Source: an optimization exercise on an open RTL-to-GDS flow (aim: small area, a short achievable clock period and few clock cycles). Production flows keep margins and buffers that such runs may drop. RTL that was checked went through simulation tests only; none was proved equivalent to the original. Power figures rest on the tool's default switching activity, not on a simulated workload.

==> module tsp_top, before the edit <==
module tsp_top #(
	parameter int coord_bits = tsp_pkg::coord_bits_default,
	parameter int node_addr_bits = tsp_pkg::node_addr_bits_default
) (
	input  wire                                clk,
	input  wire                                rst,
	input  wire  [7:0]                         specdata,
	input  wire                                has_specdata,
	output logic                               ready_to_read,
	output logic [coord_bits+node_addr_bits:0] tour_length,
	output logic                               tour_valid
);
	localparam int len_bits = coord_bits + node_addr_bits + 1;
	localparam int lo_bits = 11;
	localparam int hi_bits = len_bits - lo_bits;
	localparam logic [2:0] st_hdr_start = 3'd0;  
	localparam logic [2:0] st_hdr_n     = 3'd1;  
	localparam logic [2:0] st_hdr_skip  = 3'd2;  
	localparam logic [2:0] st_hdr_no    = 3'd3;  
	localparam logic [2:0] st_coord     = 3'd4;  
	localparam logic [2:0] st_eof       = 3'd5;  
	logic take;
	logic b_v;          
	logic b_digit;
	logic b_cr;
	logic b_n;
	logic b_o;
	logic b_e;
	logic [3:0] b_d;
	assign take = has_specdata & ready_to_read;
	always_ff @(posedge clk) begin
		if (rst) begin
			ready_to_read <= 1'b0;
			b_v <= 1'b0;
		end else begin
			ready_to_read <= 1'b1;
			b_v <= take && specdata != tsp_pkg::char_lf;
		end
	end
	always_ff @(posedge clk) begin
		b_digit <= (specdata >= tsp_pkg::char_zero) && (specdata <= tsp_pkg::char_nine);
		b_cr <= specdata == tsp_pkg::char_cr;
		b_n <= specdata == tsp_pkg::char_n;
		b_o <= specdata == tsp_pkg::char_o;
		b_e <= specdata == tsp_pkg::char_e;
		b_d <= specdata[3:0];
	end
	logic [2:0] state;
	logic in_num;
	logic [1:0] field_cnt;
	logic first;
	logic close_x;
	logic close_y;
	logic [7:0] acc_lo;
	logic [7:0] acc_hi;
	logic [3:0] acc_k;
	logic [coord_bits-1:0] r;
	logic [coord_bits-1:0] fa;
	logic [coord_bits-1:0] fb;
	logic digit;
	logic field_close;
	logic data_leg;
	logic leg;
	logic eof_cr;
	logic in_num_next;
	logic [11:0] lo_next;
	logic [7:0] hi_next;
	assign lo_next = {acc_lo, 3'b000} + {3'b000, acc_lo, 1'b0} + 12'(b_d);
	assign hi_next = {acc_hi[4:0], 3'b000} + {acc_hi[6:0], 1'b0} +
		{acc_k[3:0], 3'b000} + {3'b000, acc_k, 1'b0};
	assign digit = b_v && b_digit && state == st_coord;
	assign field_close = b_v && !b_digit && in_num;
	assign data_leg = state == st_coord && field_close && field_cnt != 2'd0;
	assign leg = data_leg || close_x || close_y;
	assign eof_cr = state == st_eof && b_v && b_cr;
	assign in_num_next = b_v ? digit : in_num;
	always_ff @(posedge clk) begin
		if (rst) begin
			state <= st_hdr_start;
			in_num <= 1'b0;
			field_cnt <= '0;
			first <= 1'b1;
			close_x <= 1'b0;
			close_y <= 1'b0;
		end else begin
			in_num <= in_num_next;
			close_x <= eof_cr;
			close_y <= close_x;
			if (close_y)
				first <= 1'b1;
			else if (data_leg && field_cnt == 2'd2)
				first <= 1'b0;
			if (b_v) begin
				if (field_close)
					field_cnt <= field_cnt + 2'd1;
				if (b_cr)
					field_cnt <= '0;
				case (state)
					st_hdr_start:
						if (b_cr)
							state <= st_hdr_start;
						else if (b_n)
							state <= st_hdr_n;
						else
							state <= st_hdr_skip;
					st_hdr_n:
						if (b_cr)
							state <= st_hdr_start;
						else if (b_o)
							state <= st_hdr_no;
						else
							state <= st_hdr_skip;
					st_hdr_skip:
						if (b_cr)
							state <= st_hdr_start;
					st_hdr_no:
						if (b_cr)
							state <= st_coord;
					st_coord:
						if (b_e)
							state <= st_eof;
					default:
						if (b_cr)
							state <= st_hdr_start;
				endcase
			end
		end
	end
	always_ff @(posedge clk) begin
		if (digit) begin
			acc_lo <= lo_next[7:0];
			acc_k <= lo_next[11:8];
			acc_hi <= hi_next;
		end else if (!in_num_next) begin
			{acc_hi, acc_lo} <= (eof_cr || close_x) ? fa : '0;
			acc_k <= '0;
		end
		r <= {acc_hi + 8'(acc_k), acc_lo};
	end
	logic leg2;
	logic first2;
	logic [coord_bits-1:0] pa;
	logic [coord_bits-1:0] pb;
	logic [coord_bits:0] diff;
	always_ff @(posedge clk) begin
		if (rst)
			leg2 <= 1'b0;
		else
			leg2 <= leg;
	end
	always_ff @(posedge clk) begin
		first2 <= first && data_leg;
		if (leg2) begin
			pa <= pb;
			pb <= r;
		end
		if (first2)
			fb <= r;
		if (first2 || eof_cr)
			fa <= fb;
	end
	assign diff = {1'b0, r} - {1'b0, pa};
	logic [coord_bits-1:0] mag;
	logic neg;
	logic leg3;
	logic zero3;
	logic carry;
	logic [lo_bits-1:0] total_lo;
	logic [hi_bits-1:0] total_hi;
	logic [lo_bits:0] sum_lo;
	logic [3:0] done_q;
	always_ff @(posedge clk) begin
		if (rst) begin
			leg3 <= 1'b0;
			done_q <= '0;
			tour_valid <= 1'b0;
		end else begin
			leg3 <= leg2;
			done_q <= {done_q[2:0], close_y};
			tour_valid <= done_q[2];
		end
	end
	always_ff @(posedge clk) begin
		mag <= diff[coord_bits-1:0] ^ {coord_bits{diff[coord_bits]}};
		neg <= diff[coord_bits];
		zero3 <= first2;
	end
	logic [lo_bits+1:0] sum_lo_x;
	logic [hi_bits:0] sum_hi_x;
	assign sum_lo_x = {1'b0, total_lo, 1'b1} + {1'b0, mag[lo_bits-1:0], neg};
	assign sum_lo = sum_lo_x[lo_bits+1:1];
	assign sum_hi_x = {total_hi, 1'b1} + {(leg3 ? hi_bits'(mag[coord_bits-1:lo_bits]) : '0), carry};
	always_ff @(posedge clk) begin
		if (leg3 && zero3) begin
			total_lo <= '0;
			total_hi <= '0;
			carry <= 1'b0;
		end else begin
			if (leg3)
				total_lo <= sum_lo[lo_bits-1:0];
			carry <= leg3 && sum_lo[lo_bits];
			total_hi <= sum_hi_x[hi_bits:1];
		end
	end
	assign tour_length = {total_hi, total_lo};
endmodule
==> flow/config.mk <==
export PLATFORM = sky130hd
export DESIGN_NAME = tsp_top
export DESIGN_NICKNAME = tsp_top
export VERILOG_FILES = /design/flow/design.v
export SDC_FILE = /design/flow/constraint.sdc
export NUM_CORES = 4
export LEC_CHECK = 0
export ABC_AREA = 1
export CAP_MARGIN = 20
export CORE_MARGIN = 2
export CORE_UTILIZATION = 50
export CTS_BUF_LIST = sky130_fd_sc_hd__clkbuf_4 sky130_fd_sc_hd__clkbuf_8
export SETUP_SLACK_MARGIN = 3.0
export SLEW_MARGIN = 20
==> flow/constraint.sdc <==
create_clock -name core_clock -period 5.0 [get_ports {clk}]
set_input_delay 1.0000 -clock core_clock [delete_from_list [all_inputs] [get_ports {clk}]]
set_output_delay 1.0000 -clock core_clock [all_outputs]
set_load 0.01 [all_outputs]
standard.sh (not shown) runs the stock make flow with config.mk's settings and CLKGATE_MAP_FILE= SYNTH_SCRIPT=/design/flow/synth_recipe.tcl, a recipe that flattens the netlist after the stock synthesis.
==> flow/flow/run.sh <==
#!/bin/bash
# Layout flow: the standard ORFS flow (standard.sh) with two changes:
#  - synthesis maps adders with ABC like the rest of the logic instead of
#    extracting them into the library's full/half-adder cells, which are slow
#    (ADDER_MAP_FILE empty; registers and their names are unchanged);
#  - the port buffers inserted during global placement are
#    sky130_fd_sc_hd__buf_2 instead of the delay-cell buffers buffer_ports
#    picks by default.
set -euo pipefail
export ADDER_MAP_FILE=
export BUFFER_PORTS_ARGS="-buffer_cell sky130_fd_sc_hd__buf_2"
bash standard.sh > standard_flow.log 2>&1
==> next run, changes <==
--- a/flow/design.v
+++ b/flow/design.v
@@ -70,27 +70,35 @@
 	logic in_num;
 	logic [1:0] field_cnt;
 	logic first;
 	logic close_x;
 	logic close_y;
-	logic [7:0] acc_lo;
-	logic [7:0] acc_hi;
-	logic [3:0] acc_k;
+	logic [coord_bits-1:0] acc_s;
+	logic [coord_bits-1:0] acc_c;
 	logic [coord_bits-1:0] r;
 	logic [coord_bits-1:0] fa;
 	logic [coord_bits-1:0] fb;
 	logic digit;
 	logic field_close;
 	logic data_leg;
 	logic leg;
 	logic eof_cr;
 	logic in_num_next;
-	logic [11:0] lo_next;
-	logic [7:0] hi_next;
-	assign lo_next = {acc_lo, 3'b000} + {3'b000, acc_lo, 1'b0} + 12'(b_d);
-	assign hi_next = {acc_hi[4:0], 3'b000} + {acc_hi[6:0], 1'b0} +
-		{acc_k[3:0], 3'b000} + {3'b000, acc_k, 1'b0};
+	logic [coord_bits-1:0] row1_a, row1_b, row1_c, row1_s, row1_k;
+	logic [coord_bits-1:0] row2_c, row2_s, row2_k;
+	assign row1_a = {acc_s[coord_bits-2:0], 1'b0};
+	assign row1_b = {acc_c[coord_bits-2:0], 1'b0};
+	assign row1_c = {acc_s[coord_bits-4:0], b_d[2:0]};
+	assign row1_s = row1_a ^ row1_b ^ row1_c;
+	assign row1_k = {(row1_a[coord_bits-2:0] & row1_b[coord_bits-2:0]) |
+		(row1_a[coord_bits-2:0] & row1_c[coord_bits-2:0]) |
+		(row1_b[coord_bits-2:0] & row1_c[coord_bits-2:0]), 1'b0};
+	assign row2_c = {acc_c[coord_bits-4:1], b_d[3], 3'b000};
+	assign row2_s = row1_s ^ row1_k ^ row2_c;
+	assign row2_k = {(row1_s[coord_bits-2:0] & row1_k[coord_bits-2:0]) |
+		(row1_s[coord_bits-2:0] & row2_c[coord_bits-2:0]) |
+		(row1_k[coord_bits-2:0] & row2_c[coord_bits-2:0]), 1'b0};
 	assign digit = b_v && b_digit && state == st_coord;
 	assign field_close = b_v && !b_digit && in_num;
 	assign data_leg = state == st_coord && field_close && field_cnt != 2'd0;
 	assign leg = data_leg || close_x || close_y;
 	assign eof_cr = state == st_eof && b_v && b_cr;
@@ -147,18 +155,17 @@
 			end
 		end
 	end
 	always_ff @(posedge clk) begin
 		if (digit) begin
-			acc_lo <= lo_next[7:0];
-			acc_k <= lo_next[11:8];
-			acc_hi <= hi_next;
+			acc_s <= row2_s;
+			acc_c <= row2_k;
 		end else if (!in_num_next) begin
-			{acc_hi, acc_lo} <= (eof_cr || close_x) ? fa : '0;
-			acc_k <= '0;
-		end
-		r <= {acc_hi + 8'(acc_k), acc_lo};
+			acc_s <= (eof_cr || close_x) ? fa : '0;
+			acc_c <= '0;
+		end
+		r <= acc_s + acc_c;
 	end
 	logic leg2;
 	logic first2;
 	logic [coord_bits-1:0] pa;
 	logic [coord_bits-1:0] pb;
The new run ran to the end with no violations. Synthesized area went up by 11%. Worst setup slack gets better by 78 ps. Final area went up by about 4%. Die area went up by 11%. Via count went up by 14%. Synthesized cell count went up by about 20%. Total power went up by 5.6%. Clock skew hardly moves. Core utilization went down by 3.3 points. Clock-buffer cell count went up by 1.
Testbench counts after the change, summed over its fixed seeds: cycles 19,607.
For the first run of this note, only the layout was checked, not whether the RTL still works.

The RTL this note starts from:
==> flow/design.v <==
`default_nettype none
package tsp_pkg;
	localparam logic [7:0] char_cr = 8'h0d;
	localparam logic [7:0] char_lf = 8'h0a;
	localparam logic [7:0] char_zero = 8'h30;
	localparam logic [7:0] char_nine = 8'h39;
	localparam logic [7:0] char_d = 8'h44;
	localparam logic [7:0] char_n = 8'h4e;
	localparam logic [7:0] char_e = 8'h45;
	localparam logic [7:0] char_o = 8'h4f;
	typedef enum logic [1:0] {
		ps_prolog      = 2'd0,
		ps_coordinates = 2'd1,
		ps_busy        = 2'd2
	} parse_state_t;
	localparam int coord_bits_default = 16;
	localparam int node_addr_bits_default = 4;
endpackage
`default_nettype wire
`timescale 1ns/10ps
`default_nettype none
module tsp_top #(
	parameter int coord_bits = tsp_pkg::coord_bits_default,
	parameter int node_addr_bits = tsp_pkg::node_addr_bits_default
) (
	input  wire                                clk,
	input  wire                                rst,
	input  wire  [7:0]                         specdata,
	input  wire                                has_specdata,
	output logic                               ready_to_read,
	output logic [coord_bits+node_addr_bits:0] tour_length,
	output logic                               tour_valid
);
	localparam int len_bits = coord_bits + node_addr_bits + 1;
	localparam int lo_bits = 11;
	localparam int hi_bits = len_bits - lo_bits;
	localparam logic [2:0] st_hdr_start = 3'd0;  
	localparam logic [2:0] st_hdr_n     = 3'd1;  
	localparam logic [2:0] st_hdr_skip  = 3'd2;  
	localparam logic [2:0] st_hdr_no    = 3'd3;  
	localparam logic [2:0] st_coord     = 3'd4;  
	localparam logic [2:0] st_eof       = 3'd5;  
	logic take;
	logic b_v;          
	logic b_digit;
	logic b_cr;
	logic b_n;
	logic b_o;
	logic b_e;
	logic [3:0] b_d;
	assign take = has_specdata & ready_to_read;
	always_ff @(posedge clk) begin
		if (rst) begin
			ready_to_read <= 1'b0;
			b_v <= 1'b0;
		end else begin
			ready_to_read <= 1'b1;
			b_v <= take && specdata != tsp_pkg::char_lf;
		end
	end
	always_ff @(posedge clk) begin
		b_digit <= (specdata >= tsp_pkg::char_zero) && (specdata <= tsp_pkg::char_nine);
		b_cr <= specdata == tsp_pkg::char_cr;
		b_n <= specdata == tsp_pkg::char_n;
		b_o <= specdata == tsp_pkg::char_o;
		b_e <= specdata == tsp_pkg::char_e;
		b_d <= specdata[3:0];
	end
	logic [2:0] state;
	logic in_num;
	logic [1:0] field_cnt;
	logic first;
	logic close_x;
	logic close_y;
	logic [coord_bits-1:0] acc_s;
	logic [coord_bits-1:0] acc_c;
	logic [coord_bits-1:0] r;
	logic [coord_bits-1:0] fa;
	logic [coord_bits-1:0] fb;
	logic digit;
	logic field_close;
	logic data_leg;
	logic leg;
	logic eof_cr;
	logic in_num_next;
	logic [coord_bits-1:0] row1_a, row1_b, row1_c, row1_s, row1_k;
	logic [coord_bits-1:0] row2_c, row2_s, row2_k;
	assign row1_a = {acc_s[coord_bits-2:0], 1'b0};
	assign row1_b = {acc_c[coord_bits-2:0], 1'b0};
	assign row1_c = {acc_s[coord_bits-4:0], b_d[2:0]};
	assign row1_s = row1_a ^ row1_b ^ row1_c;
	assign row1_k = {(row1_a[coord_bits-2:0] & row1_b[coord_bits-2:0]) |
		(row1_a[coord_bits-2:0] & row1_c[coord_bits-2:0]) |
		(row1_b[coord_bits-2:0] & row1_c[coord_bits-2:0]), 1'b0};
	assign row2_c = {acc_c[coord_bits-4:1], b_d[3], 3'b000};
	assign row2_s = row1_s ^ row1_k ^ row2_c;
	assign row2_k = {(row1_s[coord_bits-2:0] & row1_k[coord_bits-2:0]) |
		(row1_s[coord_bits-2:0] & row2_c[coord_bits-2:0]) |
		(row1_k[coord_bits-2:0] & row2_c[coord_bits-2:0]), 1'b0};
	assign digit = b_v && b_digit && state == st_coord;
	assign field_close = b_v && !b_digit && in_num;
	assign data_leg = state == st_coord && field_close && field_cnt != 2'd0;
	assign leg = data_leg || close_x || close_y;
	assign eof_cr = state == st_eof && b_v && b_cr;
	assign in_num_next = b_v ? digit : in_num;
	always_ff @(posedge clk) begin
		if (rst) begin
			state <= st_hdr_start;
			in_num <= 1'b0;
			field_cnt <= '0;
			first <= 1'b1;
			close_x <= 1'b0;
			close_y <= 1'b0;
		end else begin
			in_num <= in_num_next;
			close_x <= eof_cr;
			close_y <= close_x;
			if (close_y)
				first <= 1'b1;
			else if (data_leg && field_cnt == 2'd2)
				first <= 1'b0;
			if (b_v) begin
				if (field_close)
					field_cnt <= field_cnt + 2'd1;
				if (b_cr)
					field_cnt <= '0;
				case (state)
					st_hdr_start:
						if (b_cr)
							state <= st_hdr_start;
						else if (b_n)
							state <= st_hdr_n;
						else
							state <= st_hdr_skip;
					st_hdr_n:
						if (b_cr)
							state <= st_hdr_start;
						else if (b_o)
							state <= st_hdr_no;
						else
							state <= st_hdr_skip;
					st_hdr_skip:
						if (b_cr)
							state <= st_hdr_start;
					st_hdr_no:
						if (b_cr)
							state <= st_coord;
					st_coord:
						if (b_e)
							state <= st_eof;
					default:
						if (b_cr)
							state <= st_hdr_start;
				endcase
			end
		end
	end
	always_ff @(posedge clk) begin
		if (digit) begin
			acc_s <= row2_s;
			acc_c <= row2_k;
		end else if (!in_num_next) begin
			acc_s <= (eof_cr || close_x) ? fa : '0;
			acc_c <= '0;
		end
		r <= acc_s + acc_c;
	end
	logic leg2;
	logic first2;
	logic [coord_bits-1:0] pa;
	logic [coord_bits-1:0] pb;
	logic [coord_bits:0] diff;
	always_ff @(posedge clk) begin
		if (rst)
			leg2 <= 1'b0;
		else
			leg2 <= leg;
	end
	always_ff @(posedge clk) begin
		first2 <= first && data_leg;
		if (leg2) begin
			pa <= pb;
			pb <= r;
		end
		if (first2)
			fb <= r;
		if (first2 || eof_cr)
			fa <= fb;
	end
	assign diff = {1'b0, r} - {1'b0, pa};
	logic [coord_bits-1:0] mag;
	logic neg;
	logic leg3;
	logic zero3;
	logic carry;
	logic [lo_bits-1:0] total_lo;
	logic [hi_bits-1:0] total_hi;
	logic [lo_bits:0] sum_lo;
	logic [3:0] done_q;
	always_ff @(posedge clk) begin
		if (rst) begin
			leg3 <= 1'b0;
			done_q <= '0;
			tour_valid <= 1'b0;
		end else begin
			leg3 <= leg2;
			done_q <= {done_q[2:0], close_y};
			tour_valid <= done_q[2];
		end
	end
	always_ff @(posedge clk) begin
		mag <= diff[coord_bits-1:0] ^ {coord_bits{diff[coord_bits]}};
		neg <= diff[coord_bits];
		zero3 <= first2;
	end
	assign sum_lo = {1'b0, total_lo} + {1'b0, mag[lo_bits-1:0]} + (lo_bits+1)'(neg);
	always_ff @(posedge clk) begin
		if (leg3 && zero3) begin
			total_lo <= '0;
			total_hi <= '0;
			carry <= 1'b0;
		end else begin
			if (leg3)
				total_lo <= sum_lo[lo_bits-1:0];
			carry <= leg3 && sum_lo[lo_bits];
			total_hi <= total_hi + (leg3 ? hi_bits'(mag[coord_bits-1:lo_bits]) : '0) + hi_bits'(carry);
		end
	end
	assign tour_length = {total_hi, total_lo};
endmodule
`default_nettype wire
==> flow/config.mk <==
export PLATFORM = sky130hd
export DESIGN_NAME = tsp_top
export DESIGN_NICKNAME = tsp_top
export VERILOG_FILES = /design/flow/design.v
export SDC_FILE = /design/flow/constraint.sdc
export NUM_CORES = 4
export LEC_CHECK = 0
export CAP_MARGIN = 20
export CORE_MARGIN = 2
export CORE_UTILIZATION = 40
export CTS_BUF_LIST = sky130_fd_sc_hd__clkbuf_4 sky130_fd_sc_hd__clkbuf_8
export SETUP_SLACK_MARGIN = 2.6
export SLEW_MARGIN = 20
==> flow/constraint.sdc <==
create_clock -name core_clock -period 5.0 [get_ports {clk}]
set_input_delay 1.0000 -clock core_clock [delete_from_list [all_inputs] [get_ports {clk}]]
set_output_delay 1.0000 -clock core_clock [all_outputs]
set_load 0.01 [all_outputs]
run.sh (not shown) runs the stock make flow with config.mk's settings and CLKGATE_MAP_FILE= SYNTH_SCRIPT=/design/flow/synth_recipe.tcl, a recipe that flattens the netlist after the stock synthesis.
Stock flow here: none of the scripts above is used.
The first run finished clean.
Next try:
--- a/flow/design.v
+++ b/flow/design.v
@@ -210,22 +210,26 @@
 	end
 	always_ff @(posedge clk) begin
 		mag <= diff[coord_bits-1:0] ^ {coord_bits{diff[coord_bits]}};
 		neg <= diff[coord_bits];
 		zero3 <= first2;
 	end
-	assign sum_lo = {1'b0, total_lo} + {1'b0, mag[lo_bits-1:0]} + (lo_bits+1)'(neg);
+	logic [lo_bits+1:0] sum_lo_x;
+	logic [hi_bits:0] sum_hi_x;
+	assign sum_lo_x = {1'b0, total_lo, 1'b1} + {1'b0, mag[lo_bits-1:0], neg};
+	assign sum_lo = sum_lo_x[lo_bits+1:1];
+	assign sum_hi_x = {total_hi, 1'b1} + {(leg3 ? hi_bits'(mag[coord_bits-1:lo_bits]) : '0), carry};
 	always_ff @(posedge clk) begin
 		if (leg3 && zero3) begin
 			total_lo <= '0;
 			total_hi <= '0;
 			carry <= 1'b0;
 		end else begin
 			if (leg3)
 				total_lo <= sum_lo[lo_bits-1:0];
 			carry <= leg3 && sum_lo[lo_bits];
-			total_hi <= total_hi + (leg3 ? hi_bits'(mag[coord_bits-1:lo_bits]) : '0) + hi_bits'(carry);
+			total_hi <= sum_hi_x[hi_bits:1];
 		end
 	end
 	assign tour_length = {total_hi, total_lo};
 endmodule
 `default_nettype wire
=>
- via count rises by 6.7%
- cell area goes up by 1.4%
- power rose by 2.6%
- core utilization shrinks by 1.3 points
- clock skew stays flat
- worst setup slack improves by 48 ps
- die area grows by 4.3%
- global-route usage rises by 0.72 points
- maximum frequency is higher by 2.0%
- synthesized cell count grows by 4.3%
- routed wire length climbs by 7.6%
- count of clock-buffer cells in the layout falls by 3
- non-clock buffer count decreases by 11
- combinational power stays flat
Testbench counts after the change, summed over its fixed seeds: cycles 19,607.
The RTL of the first run of this note was laid out without a check of its function.

==> re-timing with driven ports <==
The flow's constraints put no driver on any port. The routed layouts listed below were extracted and timed again, unchanged, in two steps. Step 1: set_driving_cell puts a clkbuf_16 on clk and a buf_2 on each other input, an assumption about the parent block. Step 2, shift: input delay + t, output delay - t, t = (earliest + latest rising clock arrival at the registers) / 2. This alone moves slack from input paths to output paths. a / b / c = ideal / step 1 / step 2; a / b = the first two.
run | t (ns) | slack for setup (ns) | slew at the worst register clock pin (ns) | worst data-port slew with drivers (ns) | cell pins on the clock port's net
the first run of note 1 | 0.493 | 2.984 / 2.984 / 2.984 | 0.10 / 0.10 | 0.03 | 1
the second run of note 1 | 0.485 | 3.062 / 3.025 / 3.157 | 0.10 / 0.10 | 0.03 | 1
the first run of note 2 | 0.488 | 2.609 / 2.609 / 2.609 | 0.09 / 0.09 | 0.03 | 1
the second run of note 2 | 0.480 | 2.657 / 2.641 / 2.657 | 0.10 / 0.10 | 0.03 | 1
After both steps setup and hold are still met in every run listed.
